Background: an optimization exercise with open tools, aiming at small area, a short achievable clock period and few clock cycles per item. Do not read the settings as production practice.
Only simulation tests tie the RTL to the original design; equivalence was not proved.
Power is estimated from default activity; no workload was simulated.

==> flow/config.mk <==
export PLATFORM = sky130hd
export DESIGN_NAME = bitmap_first_fit_allocator_top
export DESIGN_NICKNAME = bitmap_first_fit_allocator_top
export VERILOG_FILES = /design/flow/design.v
export SDC_FILE = /design/flow/constraint.sdc
export NUM_CORES = 4
export LEC_CHECK = 0
export CAP_MARGIN = 20
export CORE_MARGIN = 2
export CORE_UTILIZATION = 50
export CTS_BUF_LIST = sky130_fd_sc_hd__clkbuf_8
export SETUP_SLACK_MARGIN = 1.75
export SLEW_MARGIN = 20
export SYNTH_HIERARCHICAL = 1
==> flow/constraint.sdc <==
create_clock -name core_clock -period 6.0 [get_ports {clk}]
set_input_delay 1.2000 -clock core_clock [delete_from_list [all_inputs] [get_ports {clk}]]
set_output_delay 1.2000 -clock core_clock [all_outputs]
set_load 0.01 [all_outputs]
==> flow/design.v <==
package bffa_pkg;
  localparam int MAP_BITS  = 2048;
  localparam int WORD_BITS = 32;
  localparam int MAP_WORDS = MAP_BITS / WORD_BITS;
  localparam int ADDR_W    = $clog2(MAP_WORDS);
  localparam int BIT_W     = $clog2(WORD_BITS);
  localparam int FIELD_W   = 14;
  localparam int CODE_W    = 2;
  localparam logic [FIELD_W-1:0] COUNT_MAX = '1;
  localparam logic [FIELD_W-1:0] SIZE_MAX  = FIELD_W'(MAP_BITS);
  typedef enum logic [CODE_W-1:0] {
    CMD_ALLOC   = 2'd0,
    CMD_FREE    = 2'd1,
    CMD_PRELOAD = 2'd2,
    CMD_LOAD    = 2'd3
  } cmd_t;
  typedef enum logic [CODE_W-1:0] {
    STAT_OK    = 2'd0,
    STAT_FULL  = 2'd1,
    STAT_RANGE = 2'd2
  } status_t;
  typedef enum logic [1:0] {
    FSM_IDLE,
    FSM_SCAN,
    FSM_RMW,
    FSM_DONE
  } fsm_t;
  typedef struct packed {
    logic                 en;
    logic [ADDR_W-1:0]    addr;
    logic [WORD_BITS-1:0] data;
  } ram_wr_t;
endpackage
import bffa_pkg::*;
module bffa_ffz
(
  input  logic [WORD_BITS-1:0] word_i,
  output logic [WORD_BITS-1:0] onehot_o
);
  logic [WORD_BITS-1:0] below;
  always_comb begin
    logic [WORD_BITS-1:0] p;
    p = {word_i[WORD_BITS-2:0], 1'b1};
    for (int s = 1; s < WORD_BITS; s = s * 2) begin
      for (int i = WORD_BITS - 1; i >= s; i--) begin
        p[i] = p[i] & p[i-s];
      end
    end
    below = p;
  end
  assign onehot_o = below & ~word_i;
endmodule
module bffa_pri
(
  input  logic [MAP_WORDS-1:0] vec_i,
  output logic                 any_o,
  output logic [ADDR_W-1:0]    idx_o,
  output logic [MAP_WORDS-1:0] oh_o
);
  localparam int G = 8;
  localparam int NG = MAP_WORDS / G;
  logic [NG-1:0]   g_any;
  logic [NG-1:0]   g_first;
  logic [G-1:0]    lo_first [NG];
  logic [2:0]      lo_idx [NG];
  always_comb begin
    logic seen;
    for (int g = 0; g < NG; g++) begin
      g_any[g] = |vec_i[g*G +: G];
    end
    seen = 1'b0;
    for (int g = 0; g < NG; g++) begin
      g_first[g] = g_any[g] & ~seen;
      seen       = seen | g_any[g];
    end
    any_o = seen;
    for (int g = 0; g < NG; g++) begin
      logic s2;
      s2 = 1'b0;
      for (int i = 0; i < G; i++) begin
        lo_first[g][i] = vec_i[g*G+i] & ~s2;
        s2             = s2 | vec_i[g*G+i];
      end
      lo_idx[g] = '0;
      for (int i = 0; i < G; i++) begin
        if (lo_first[g][i]) lo_idx[g] = lo_idx[g] | 3'(i);
      end
    end
    idx_o = '0;
    for (int g = 0; g < NG; g++) begin
      if (g_first[g]) idx_o = idx_o | {3'(g), lo_idx[g]};
      for (int i = 0; i < G; i++) begin
        oh_o[g*G+i] = g_first[g] & lo_first[g][i];
      end
    end
  end
endmodule
import bffa_pkg::*;
module bffa_ram
(
  input  logic                 clk,
  input  logic [MAP_WORDS-1:0] rd_sel,
  output logic [WORD_BITS-1:0] rd_data,
  input  logic [MAP_WORDS-1:0] wr_sel,
  input  logic [WORD_BITS-1:0] wr_data,
  input  logic [MAP_WORDS-1:0] full_sel,
  input  logic                 full_d,
  output logic [MAP_WORDS-1:0] full_o
);
  logic [WORD_BITS-1:0] mem [MAP_WORDS];
  logic [MAP_WORDS-1:0] full_r;
  always_ff @(posedge clk) begin
    for (int w = 0; w < MAP_WORDS; w++) begin
      if (wr_sel[w]) begin
        mem[w] <= wr_data;
      end
      if (full_sel[w]) begin
        full_r[w] <= full_d;
      end
    end
  end
  logic [WORD_BITS-1:0] rd_l1 [MAP_WORDS/4];
  logic [WORD_BITS-1:0] rd_l2 [MAP_WORDS/16];
  always_comb begin
    for (int k = 0; k < MAP_WORDS / 4; k++) begin
      rd_l1[k] = (mem[4*k]   & {WORD_BITS{rd_sel[4*k]}})
               | (mem[4*k+1] & {WORD_BITS{rd_sel[4*k+1]}})
               | (mem[4*k+2] & {WORD_BITS{rd_sel[4*k+2]}})
               | (mem[4*k+3] & {WORD_BITS{rd_sel[4*k+3]}});
    end
    for (int k = 0; k < MAP_WORDS / 16; k++) begin
      rd_l2[k] = rd_l1[4*k] | rd_l1[4*k+1] | rd_l1[4*k+2] | rd_l1[4*k+3];
    end
    rd_data = rd_l2[0] | rd_l2[1] | rd_l2[2] | rd_l2[3];
  end
  assign full_o = full_r;
endmodule
import bffa_pkg::*;
module bitmap_first_fit_allocator_top
(
  input  logic        clk,
  input  logic        rst_n,
  input  logic        in_tvalid,
  output logic        in_tready,
  input  logic [31:0] in_tdata,    
  input  logic [1:0]  in_tuser,    
  output logic        out_tvalid,
  input  logic        out_tready,
  output logic [31:0] out_tdata,   
  output logic [1:0]  out_tuser,   
  input  logic        cfg_wr_en,
  input  logic [13:0] cfg_wr_data
);
  localparam int SZ_W  = ADDR_W + BIT_W + 1;    
  localparam int IDX_W = ADDR_W + BIT_W;        
  logic [SZ_W-1:0]      size_r;
  logic [FIELD_W-1:0]   cnt_r;
  logic                 c_valid_r;
  logic                 c_alloc_r, c_free_r, c_pre_r, c_load_r;
  logic [IDX_W-1:0]     c_idx_r;       
  logic                 c_ok_r;        
  logic [FIELD_W-1:0]   c_cval_r;
  logic [MAP_WORDS-1:0] rd_sel_r;      
  logic                 cw_v_r;
  logic [ADDR_W-1:0]    cw_r;
  logic [WORD_BITS-1:0] cwd_r;
  logic                 nx_v_r;
  logic [ADDR_W-1:0]    nx_r;
  logic                 out_valid_r;
  logic [FIELD_W-1:0]   out_alloc_r;
  logic [CODE_W-1:0]    out_stat_r;
  logic                 in_fire;
  logic                 exec;
  logic [FIELD_W-1:0]   in_number;
  logic [FIELD_W-1:0]   in_num_m1;
  logic                 is_alloc, is_free, is_pre, is_load;
  logic [ADDR_W-1:0]    n_word;
  logic [WORD_BITS-1:0] bsn;
  logic                 hit_cw;
  logic                 below_cw, below_nx;
  logic [MAP_WORDS-1:0] full;
  logic [MAP_WORDS-1:0] after_nx;
  logic                 nx2_v;
  logic [ADDR_W-1:0]    nx2;
  logic [MAP_WORDS-1:0] nx2_oh;
  logic [MAP_WORDS-1:0] nx_oh_n;       
  logic [MAP_WORDS-1:0] nx_dec;
  logic                 use_nx;
  logic                 fill_a;
  logic                 bubble;
  logic [MAP_WORDS-1:0] cw_dec;
  logic [MAP_WORDS-1:0] full_sel;
  logic                 full_d;
  logic [MAP_WORDS-1:0] rd_sel;
  logic                 cw_v_n, nx_v_n;
  logic [ADDR_W-1:0]    cw_n, nx_n;
  logic [WORD_BITS-1:0] cwd_n;
  logic [WORD_BITS-1:0] rd_data;
  logic [MAP_WORDS-1:0] wr_sel;
  logic                 do_wr;
  logic [WORD_BITS-1:0] cw_mod;        
  logic [WORD_BITS-1:0] rd_mod;        
  logic [WORD_BITS-1:0] rd_clr;
  logic                 move_on;
  logic                 take_rd;
  logic [WORD_BITS-1:0] wr_data;
  logic [WORD_BITS-1:0] bsa;
  logic [WORD_BITS-1:0] bsa_ok;
  logic [WORD_BITS-1:0] part_mask;
  logic                 cw_below, cw_at;
  logic                 alloc_ok;
  logic [BIT_W-1:0]     ba_enc_p1;
  logic [ADDR_W:0]      cw_p1;
  logic [FIELD_W-1:0]   alloc_num;
  logic [FIELD_W-1:0]   cnt_nxt;
  logic [FIELD_W-1:0]   cnt_dec;
  logic [FIELD_W-1:0]   cnt_inc;
  assign bubble    = c_valid_r && c_alloc_r && cw_v_r && (&cwd_r);
  assign exec      = c_valid_r && !bubble && (!out_valid_r || out_tready);
  assign in_tready = !c_valid_r || exec;
  assign in_fire   = in_tvalid && in_tready;
  assign in_number = in_tdata[FIELD_W-1:0];
  assign in_num_m1 = in_number - FIELD_W'(1);
  always_ff @(posedge clk) begin
    if (!rst_n) begin
      c_valid_r <= 1'b0;
    end else if (in_fire) begin
      c_valid_r <= 1'b1;
    end else if (exec) begin
      c_valid_r <= 1'b0;
    end
  end
  always_ff @(posedge clk) begin
    if (in_fire) begin
      c_alloc_r <= (in_tuser == CMD_ALLOC);
      c_free_r  <= (in_tuser == CMD_FREE);
      c_pre_r   <= (in_tuser == CMD_PRELOAD);
      c_load_r  <= (in_tuser == CMD_LOAD);
      c_idx_r  <= in_num_m1[IDX_W-1:0];
      c_ok_r   <= (in_number != '0) && (in_number <= FIELD_W'(size_r));
      c_cval_r <= in_tdata[2*FIELD_W-1:FIELD_W];
    end
  end
  assign is_alloc = c_alloc_r;
  assign is_free  = c_free_r;
  assign is_pre   = c_pre_r;
  assign is_load  = c_load_r;
  assign n_word = c_idx_r[IDX_W-1:BIT_W];
  always_comb begin
    for (int b = 0; b < WORD_BITS; b++) begin
      bsn[b] = (c_idx_r[BIT_W-1:0] == BIT_W'(b));
    end
  end
  assign hit_cw   = cw_v_r && (n_word == cw_r);
  assign below_cw = n_word < cw_r;
  assign below_nx = n_word < nx_r;
  always_comb begin
    for (int w = 0; w < MAP_WORDS; w++) begin
      after_nx[w] = !full[w] && (ADDR_W'(w) > nx_r);
    end
  end
  bffa_pri u_pri (
    .vec_i (after_nx),
    .any_o (nx2_v),
    .idx_o (nx2),
    .oh_o  (nx2_oh)
  );
  assign use_nx = is_alloc;
  always_comb begin
    for (int w = 0; w < MAP_WORDS; w++) begin
      cw_dec[w]   = (cw_r == ADDR_W'(w));
      rd_sel[w]   = rd_sel_r[w];
      wr_sel[w]   = !rst_n || (do_wr && (is_alloc ? cw_dec[w] : rd_sel_r[w]));
      full_sel[w] = !rst_n || (is_alloc ? cw_dec[w] && (bubble || (do_wr && alloc_ok && fill_a))
                                        : rd_sel_r[w] && exec && is_free && c_ok_r);
    end
  end
  assign full_d = rst_n && !is_free;
  bffa_ram u_ram (
    .clk     (clk),
    .rd_sel  (rd_sel),
    .rd_data (rd_data),
    .wr_sel  (wr_sel),
    .wr_data (wr_data),
    .full_sel(full_sel),
    .full_d  (full_d),
    .full_o  (full)
  );
  bffa_ffz u_ffz (
    .word_i   (cwd_r),
    .onehot_o (bsa)
  );
  assign cw_below = cw_v_r && (SZ_W'(cw_r) <  (size_r >> BIT_W));
  assign cw_at    = cw_v_r && (SZ_W'(cw_r) == (size_r >> BIT_W));
  always_comb begin
    for (int b = 0; b < WORD_BITS; b++) begin
      part_mask[b] = (BIT_W'(b) < size_r[BIT_W-1:0]);
    end
  end
  assign bsa_ok   = bsa & ({WORD_BITS{cw_below}} | ({WORD_BITS{cw_at}} & part_mask));
  assign alloc_ok = (cw_below && !(&cwd_r)) || (cw_at && !(&(cwd_r | ~part_mask)));
  always_comb begin
    ba_enc_p1 = '0;
    for (int b = 0; b < WORD_BITS; b++) begin
      if (bsa[b]) ba_enc_p1 = ba_enc_p1 | BIT_W'(b + 1);
    end
  end
  assign cw_p1     = {1'b0, cw_r} + (ADDR_W+1)'(1);
  assign alloc_num = bsa[WORD_BITS-1] ? FIELD_W'({cw_p1, {BIT_W{1'b0}}})
                                      : FIELD_W'({cw_r, ba_enc_p1});
  assign cw_mod = is_alloc ? (cwd_r | bsa_ok) : (is_free ? (cwd_r & ~bsn) : (cwd_r | bsn));
  assign rd_clr = is_free ? bsn : '0;
  assign rd_mod = (rd_data & ~rd_clr) | (is_pre ? bsn : '0);
  always_comb begin
    if (!rst_n) begin
      wr_data = '0;
    end else begin
      wr_data = is_alloc ? (cwd_r | bsa_ok) : rd_mod;
    end
  end
  always_comb begin
    logic [3:0] g_any;
    logic [3:0] g_two;
    for (int g = 0; g < 4; g++) begin
      logic [7:0] z;
      z        = ~cwd_r[g*8 +: 8];
      g_any[g] = |z;
      g_two[g] = |(z & (z - 8'd1));
    end
    fill_a = !((|g_two) || (g_any[0] && |g_any[3:1]) || (g_any[1] && |g_any[3:2])
               || (g_any[2] && g_any[3]));
  end
  assign do_wr   = c_valid_r && (!out_valid_r || out_tready)
                && (is_alloc ? cw_v_r : ((is_free || is_pre) && c_ok_r));
  assign move_on = bubble || (do_wr && is_alloc && alloc_ok && fill_a);
  assign take_rd = rst_n && (move_on || (do_wr && is_free && !hit_cw && (!cw_v_r || below_cw)));
  always_comb begin
    cw_v_n = cw_v_r;
    cw_n   = cw_r;
    cwd_n  = cwd_r;
    nx_v_n = nx_v_r;
    nx_n   = nx_r;
    if (!rst_n) begin
      cw_v_n = 1'b1;
      cw_n   = '0;
      cwd_n  = '0;
      nx_v_n = 1'b1;
      nx_n   = ADDR_W'(1);
    end else if (move_on) begin
      cw_v_n = nx_v_r;
      cw_n   = nx_r;
      nx_v_n = nx_v_r && nx2_v;
      nx_n   = nx2;
    end else if (do_wr) begin
      if (is_alloc || hit_cw) begin
        cwd_n  = cw_mod;
      end else if (is_free) begin
        if (!cw_v_r) begin
          cw_v_n = 1'b1;
          cw_n   = n_word;
        end else if (below_cw) begin
          cw_n   = n_word;
          nx_v_n = 1'b1;
          nx_n   = cw_r;
        end else if (!nx_v_r || below_nx) begin
          nx_v_n = 1'b1;
          nx_n   = n_word;
        end
      end
    end
  end
  always_ff @(posedge clk) begin
    cw_v_r <= cw_v_n;
    cw_r   <= cw_n;
    cwd_r  <= take_rd ? (rd_data & ~rd_clr) : cwd_n;
    nx_v_r <= nx_v_n;
    nx_r   <= nx_n;
  end
  always_comb begin
    for (int w = 0; w < MAP_WORDS; w++) begin
      nx_dec[w] = (nx_r == ADDR_W'(w));
    end
    if (!rst_n) begin
      nx_oh_n = MAP_WORDS'(2);
    end else if (move_on) begin
      nx_oh_n = nx2_oh;
    end else if (do_wr && is_free && !hit_cw && cw_v_r && below_cw) begin
      nx_oh_n = cw_dec;
    end else if (do_wr && is_free && !hit_cw && cw_v_r && (!nx_v_r || below_nx)) begin
      nx_oh_n = rd_sel_r;              
    end else begin
      nx_oh_n = nx_dec;
    end
  end
  always_ff @(posedge clk) begin
    for (int w = 0; w < MAP_WORDS; w++) begin
      if (in_fire ? (in_tuser == CMD_ALLOC) : c_alloc_r) begin
        rd_sel_r[w] <= nx_oh_n[w];
      end else if (in_fire) begin
        rd_sel_r[w] <= (in_num_m1[IDX_W-1:BIT_W] == ADDR_W'(w));
      end
    end
  end
  assign cnt_dec = (cnt_r != '0)       ? cnt_r - FIELD_W'(1) : cnt_r;
  assign cnt_inc = (cnt_r != COUNT_MAX) ? cnt_r + FIELD_W'(1) : cnt_r;
  always_comb begin
    cnt_nxt = cnt_r;
    if (is_load) begin
      cnt_nxt = c_cval_r;
    end else if (is_alloc) begin
      if (alloc_ok) cnt_nxt = cnt_dec;
    end else if (is_free) begin
      if (c_ok_r) cnt_nxt = cnt_inc;
    end
  end
  assign out_tvalid = out_valid_r;
  assign out_tdata  = {{(32 - 2*FIELD_W){1'b0}}, cnt_r, out_alloc_r};
  assign out_tuser  = out_stat_r;
  always_ff @(posedge clk) begin
    if (!rst_n) begin
      size_r      <= SZ_W'(MAP_BITS);
      cnt_r       <= '0;
      out_valid_r <= 1'b0;
    end else begin
      if (cfg_wr_en) begin
        size_r <= (cfg_wr_data > SIZE_MAX) ? SZ_W'(MAP_BITS) : SZ_W'(cfg_wr_data);
      end
      if (exec) begin
        cnt_r       <= cnt_nxt;
        out_valid_r <= 1'b1;
      end else if (out_tready) begin
        out_valid_r <= 1'b0;
      end
    end
  end
  always_ff @(posedge clk) begin
    if (exec) begin
      if (is_alloc) begin
        out_alloc_r <= alloc_ok ? alloc_num : '0;
        out_stat_r  <= alloc_ok ? STAT_OK : STAT_FULL;
      end else begin
        out_alloc_r <= '0;
        out_stat_r  <= ((is_free || is_pre) && !c_ok_r) ? STAT_RANGE : STAT_OK;
      end
    end
  end
endmodule
==> flow/run.sh <==
#!/bin/bash
# synth_recipe.tcl (not shown) runs the flow's synth.tcl, then flattens the netlist and writes it again
# the make line also repeats each setting of config.mk as NAME=value (left out here)
make -C /OpenROAD-flow-scripts/flow DESIGN_CONFIG=/design/flow/config.mk WORK_HOME=/design/flow/orfs CLKGATE_MAP_FILE= SYNTH_SCRIPT=/design/flow/synth_recipe.tcl finish
==> results.json <==
{
  "htreeDepth": 5,
  "dpl.hpwl_mm": 202,
  "max_cap_violations": 0,
  "layout.cells.non_filler": 9230,
  "hold_path_class": "input port to flip-flop",
  "fin_crit_sh": 0.725,
  "critPathLaunchType": "flip-flop",
  "dp.cells": 8448,
  "fmax_ghz": 0.230,
  "relSlewSlack": 0.148,
  "cts.sinks": 2293,
  "max-vdd-ir-drop_mv": 0.261,
  "syn-cell-area_um2": 92800,
  "ioPinCount": 89,
  "max_stage_delay_ns": 0.46,
  "first_pass_iters": 8,
  "grt_overflow_total": 0,
  "cts_buffers": 390,
  "setup_slack_ns": 1.65,
  "r2r_cells": 7,
  "synthCells": 5955,
  "skew_ns": 0.0794,
  "yosys_warnings": 15,
  "cts.hold.buffers_added": 0,
  "grt_pass1_wl_mm": 454,
  "tritoncts": "yes",
  "path_class": "flip-flop to output pin",
  "root_buffer": "clkbuf_8",
  "comb_power_share": 0.103,
  "place.gp.congestion": 1.04,
  "grt_max_degree": 84,
  "utilization": 0.574,
  "clockBufferDepth": 4,
  "arrival_ns": 3.15,
  "fillCellCount": 14600,
  "layout_min_cycle_time_ns": 4.35,
  "row_count": 158,
  "grtUsageTotal": 0.338,
  "wl_mm": 329,
  "port-buffer-count": 78,
  "drc": 0,
  "initial_core_util": 0.502,
  "fin_setup_tns_ns": 0,
  "seqPwrFrac": 0.550,
  "postRouteAntennaNets": 0,
  "setup_violations": 0,
  "worstSetupEndpointType": "output pin",
  "dp_slack_ns": 1.02,
  "hold_violations": 0,
  "fin_total_pwr_uw": 35800,
  "switching_share": 0.259,
  "tightestPinTransition_ns": 1.26,
  "clock_latency_ns": 1.11,
  "grt_pass1_vias": 59100,
  "synth_area_per_cell_um2": 15.6,
  "die_h_um": 435,
  "min_path_cells": 2,
  "path_clk_slew_ns": 0.05,
  "drt_iter0_drc": 8859,
  "status": "no timing/DRC/antenna violations",
  "p_sw_uw": 9260,
  "crit_required_ns": 4.80,
  "drive_gt1_frac": 0.156,
  "post_drt_wl_per_cell_um": 35.6,
  "core_um2": 185000,
  "num-nets-final": 6556,
  "path_cells": "buf_4, inv_1, or3_1, or2_1, nor3_4, o21ai_1, dlygate4sd2_1",
  "p_per_area_nw_per_um2": 337,
  "die_width_um": 435,
  "antenna_found_initial": 25,
  "p_leak_uw": 0.0367,
  "routed_via_density": 6.80,
  "clkPwrFrac": 0.347,
  "slew_violations": 0,
  "crit_fanout": 10,
  "slowest_stage": "or3_1",
  "p_int_uw": 26500,
  "vias": 62800,
  "rsz0062_at_grt": "true",
  "area_delta_synth_final_pct": 14.3,
  "die_area_um2": 189000
}
==> metrics by stage <==
step | cell area [um2] | hold WS, ns
3_5_place_dp | 98200 | 0.541
4_1_cts | 106000 | 0.387
6_report | 106000 | 0.472
5_1_grt | 106000 | 0.452
3_3_place_gp | 98200 | 0.532
2_1_floorplan | 92900 | 0.483
==> flip-flops by register name, summed over array words and instances (netlist names), 2 cells and up <==
signal and cells:
size_r 12, cw_r 6, cnt_r 14, c_cval_r 14, u_ram.mem 2048, out_tdata 12
cwd_r 32, out_stat_r 2, rd_sel_r 64, u_ram.full_r 63, nx_r 6, c_idx_r 11
==> layer usage <==
layer / vias up / global-route usage / share of wire
li1: 25900 / - / -
met1: 32200 / 0.467 / 0.39
met2: 3930 / 0.507 / 0.45
met3: 694 / 0.0870 / 0.11
met4: 16 / 0.152 / 0.048
met5: - / 0 / 0.00033
==> final cells by class <==
cell class / instances / area, um2 / area share
timing repair buffer: 484 / 4070 / 0.0384
antenna: 23 / 57.6 / 0.000543
inverter: 76 / 304 / 0.00287
multi-input combinational: 3211 / 23400 / 0.221
clock inverter: 268 / 1230 / 0.0116
clock buffer: 395 / 5440 / 0.0513
sequential: 2293 / 68400 / 0.645
tap: 2480 / 3100 / 0.0293
==> timing repair <==
action                                   CTS  global route
endpoints found under the setup margin  1535           775
resized for setup                         29            38
gates cloned                               0             3
endpoints found under the hold margin      0             0
buffers inserted                          63            29
pin swaps                                 23            19
==> worst paths after layout <==
kind | to | start | slack (ns)
worst max-delay path | in_tready | cwd_r[4]$_DFFE_PP_ | 1.65
worst min register to register | cnt_r[0]$_SDFFE_PN0P_ | c_cval_r[0]$_DFFE_PP_ | 0.55
worst min-delay path | cw_v_r$_SDFFE_PN1P_ | rst_n | 0.47
worst max register to register | u_ram.mem[60][11]$_DFFE_PP_ | rd_sel_r[22]$_DFFE_PP_ | 1.66
==> power groups by stage <==
| stage | registers [uW] | clock network (uW) | logic (uW) |
|---|---|---|---|
| after global routing | 19700 | 13300 | 3840 |
| after global placement | 20000 | 0 | 3360 |
| final | 19700 | 12400 | 3690 |
| after floorplan | 19900 | 0 | 1840 |
| after CTS | 19700 | 12600 | 3580 |
| after detailed placement | 20100 | 0 | 3410 |
==> placed cells by master (no fill, tap or decap), types with 15 or more instances in the layout <==
cell type and instances:
nor2_4 23, a221oi_1 537, mux2i_1 69, clkinv_1 80
and3_1 32, diode_2 23, clkinv_2 16, nor2_1 263
nor4_1 46, buf_12 16, o21a_1 29, or4_1 24
o211ai_1 15, nor3_1 171, a21oi_1 209, nand4_1 149
a211oi_1 28, nor2b_1 19, o21ai_0 198, buf_4 376
o31ai_1 20, dfxtp_1 37, or4_4 19, nand2_1 199
nand2b_1 15, a2bb2oi_1 62, clkdlybuf4s50_1 76, a31oi_1 62
and2_1 18, a41oi_1 16, nand3_1 67, o21ai_4 66
edfxtp_1 2250, a22o_1 509, a21o_1 25, ha_1 46
inv_1 227, clkbuf_8 395
==> worst max-delay path, delay by kind of cell (launching register included) <==
kind | cells | cell delay [ns]
and+or+nand+nor | 3 | 0.92
DFF | 1 | 0.31
buffers and inverters | 3 | 0.69
AOI/OAI and AO/OA | 1 | 0.16
Testbench counts, summed over its fixed seeds: cycles 12,008, commands 12,000.

## separate check: timing with driven ports
The results above use ideal ports. As a check the final layout listed here was re-extracted and re-timed, cells and wires unchanged.
Step 1: set_driving_cell puts a clkbuf_16 on clk and a buf_2 on each other input, an assumption about the parent block.
Step 2 adds t to the input delays and takes it off the output delays; t is the mean of the earliest and latest rising clock arrival at the registers after step 1. Input paths then give back, and output paths get back, about the clock's delay inside the block.
a / b / c = ideal / step 1 / step 2; a / b = the first two.
shift t [ns]: 1.148
setup slack, ns: 1.649 / 1.568 / 0.862
worst setup path at the end: input to register
worst data-port slew with drivers (ns): 0.08
After both steps setup and hold are still met in this run. The setup slack of this run moves by -0.081 ns with the drivers and by -0.787 ns with both steps.
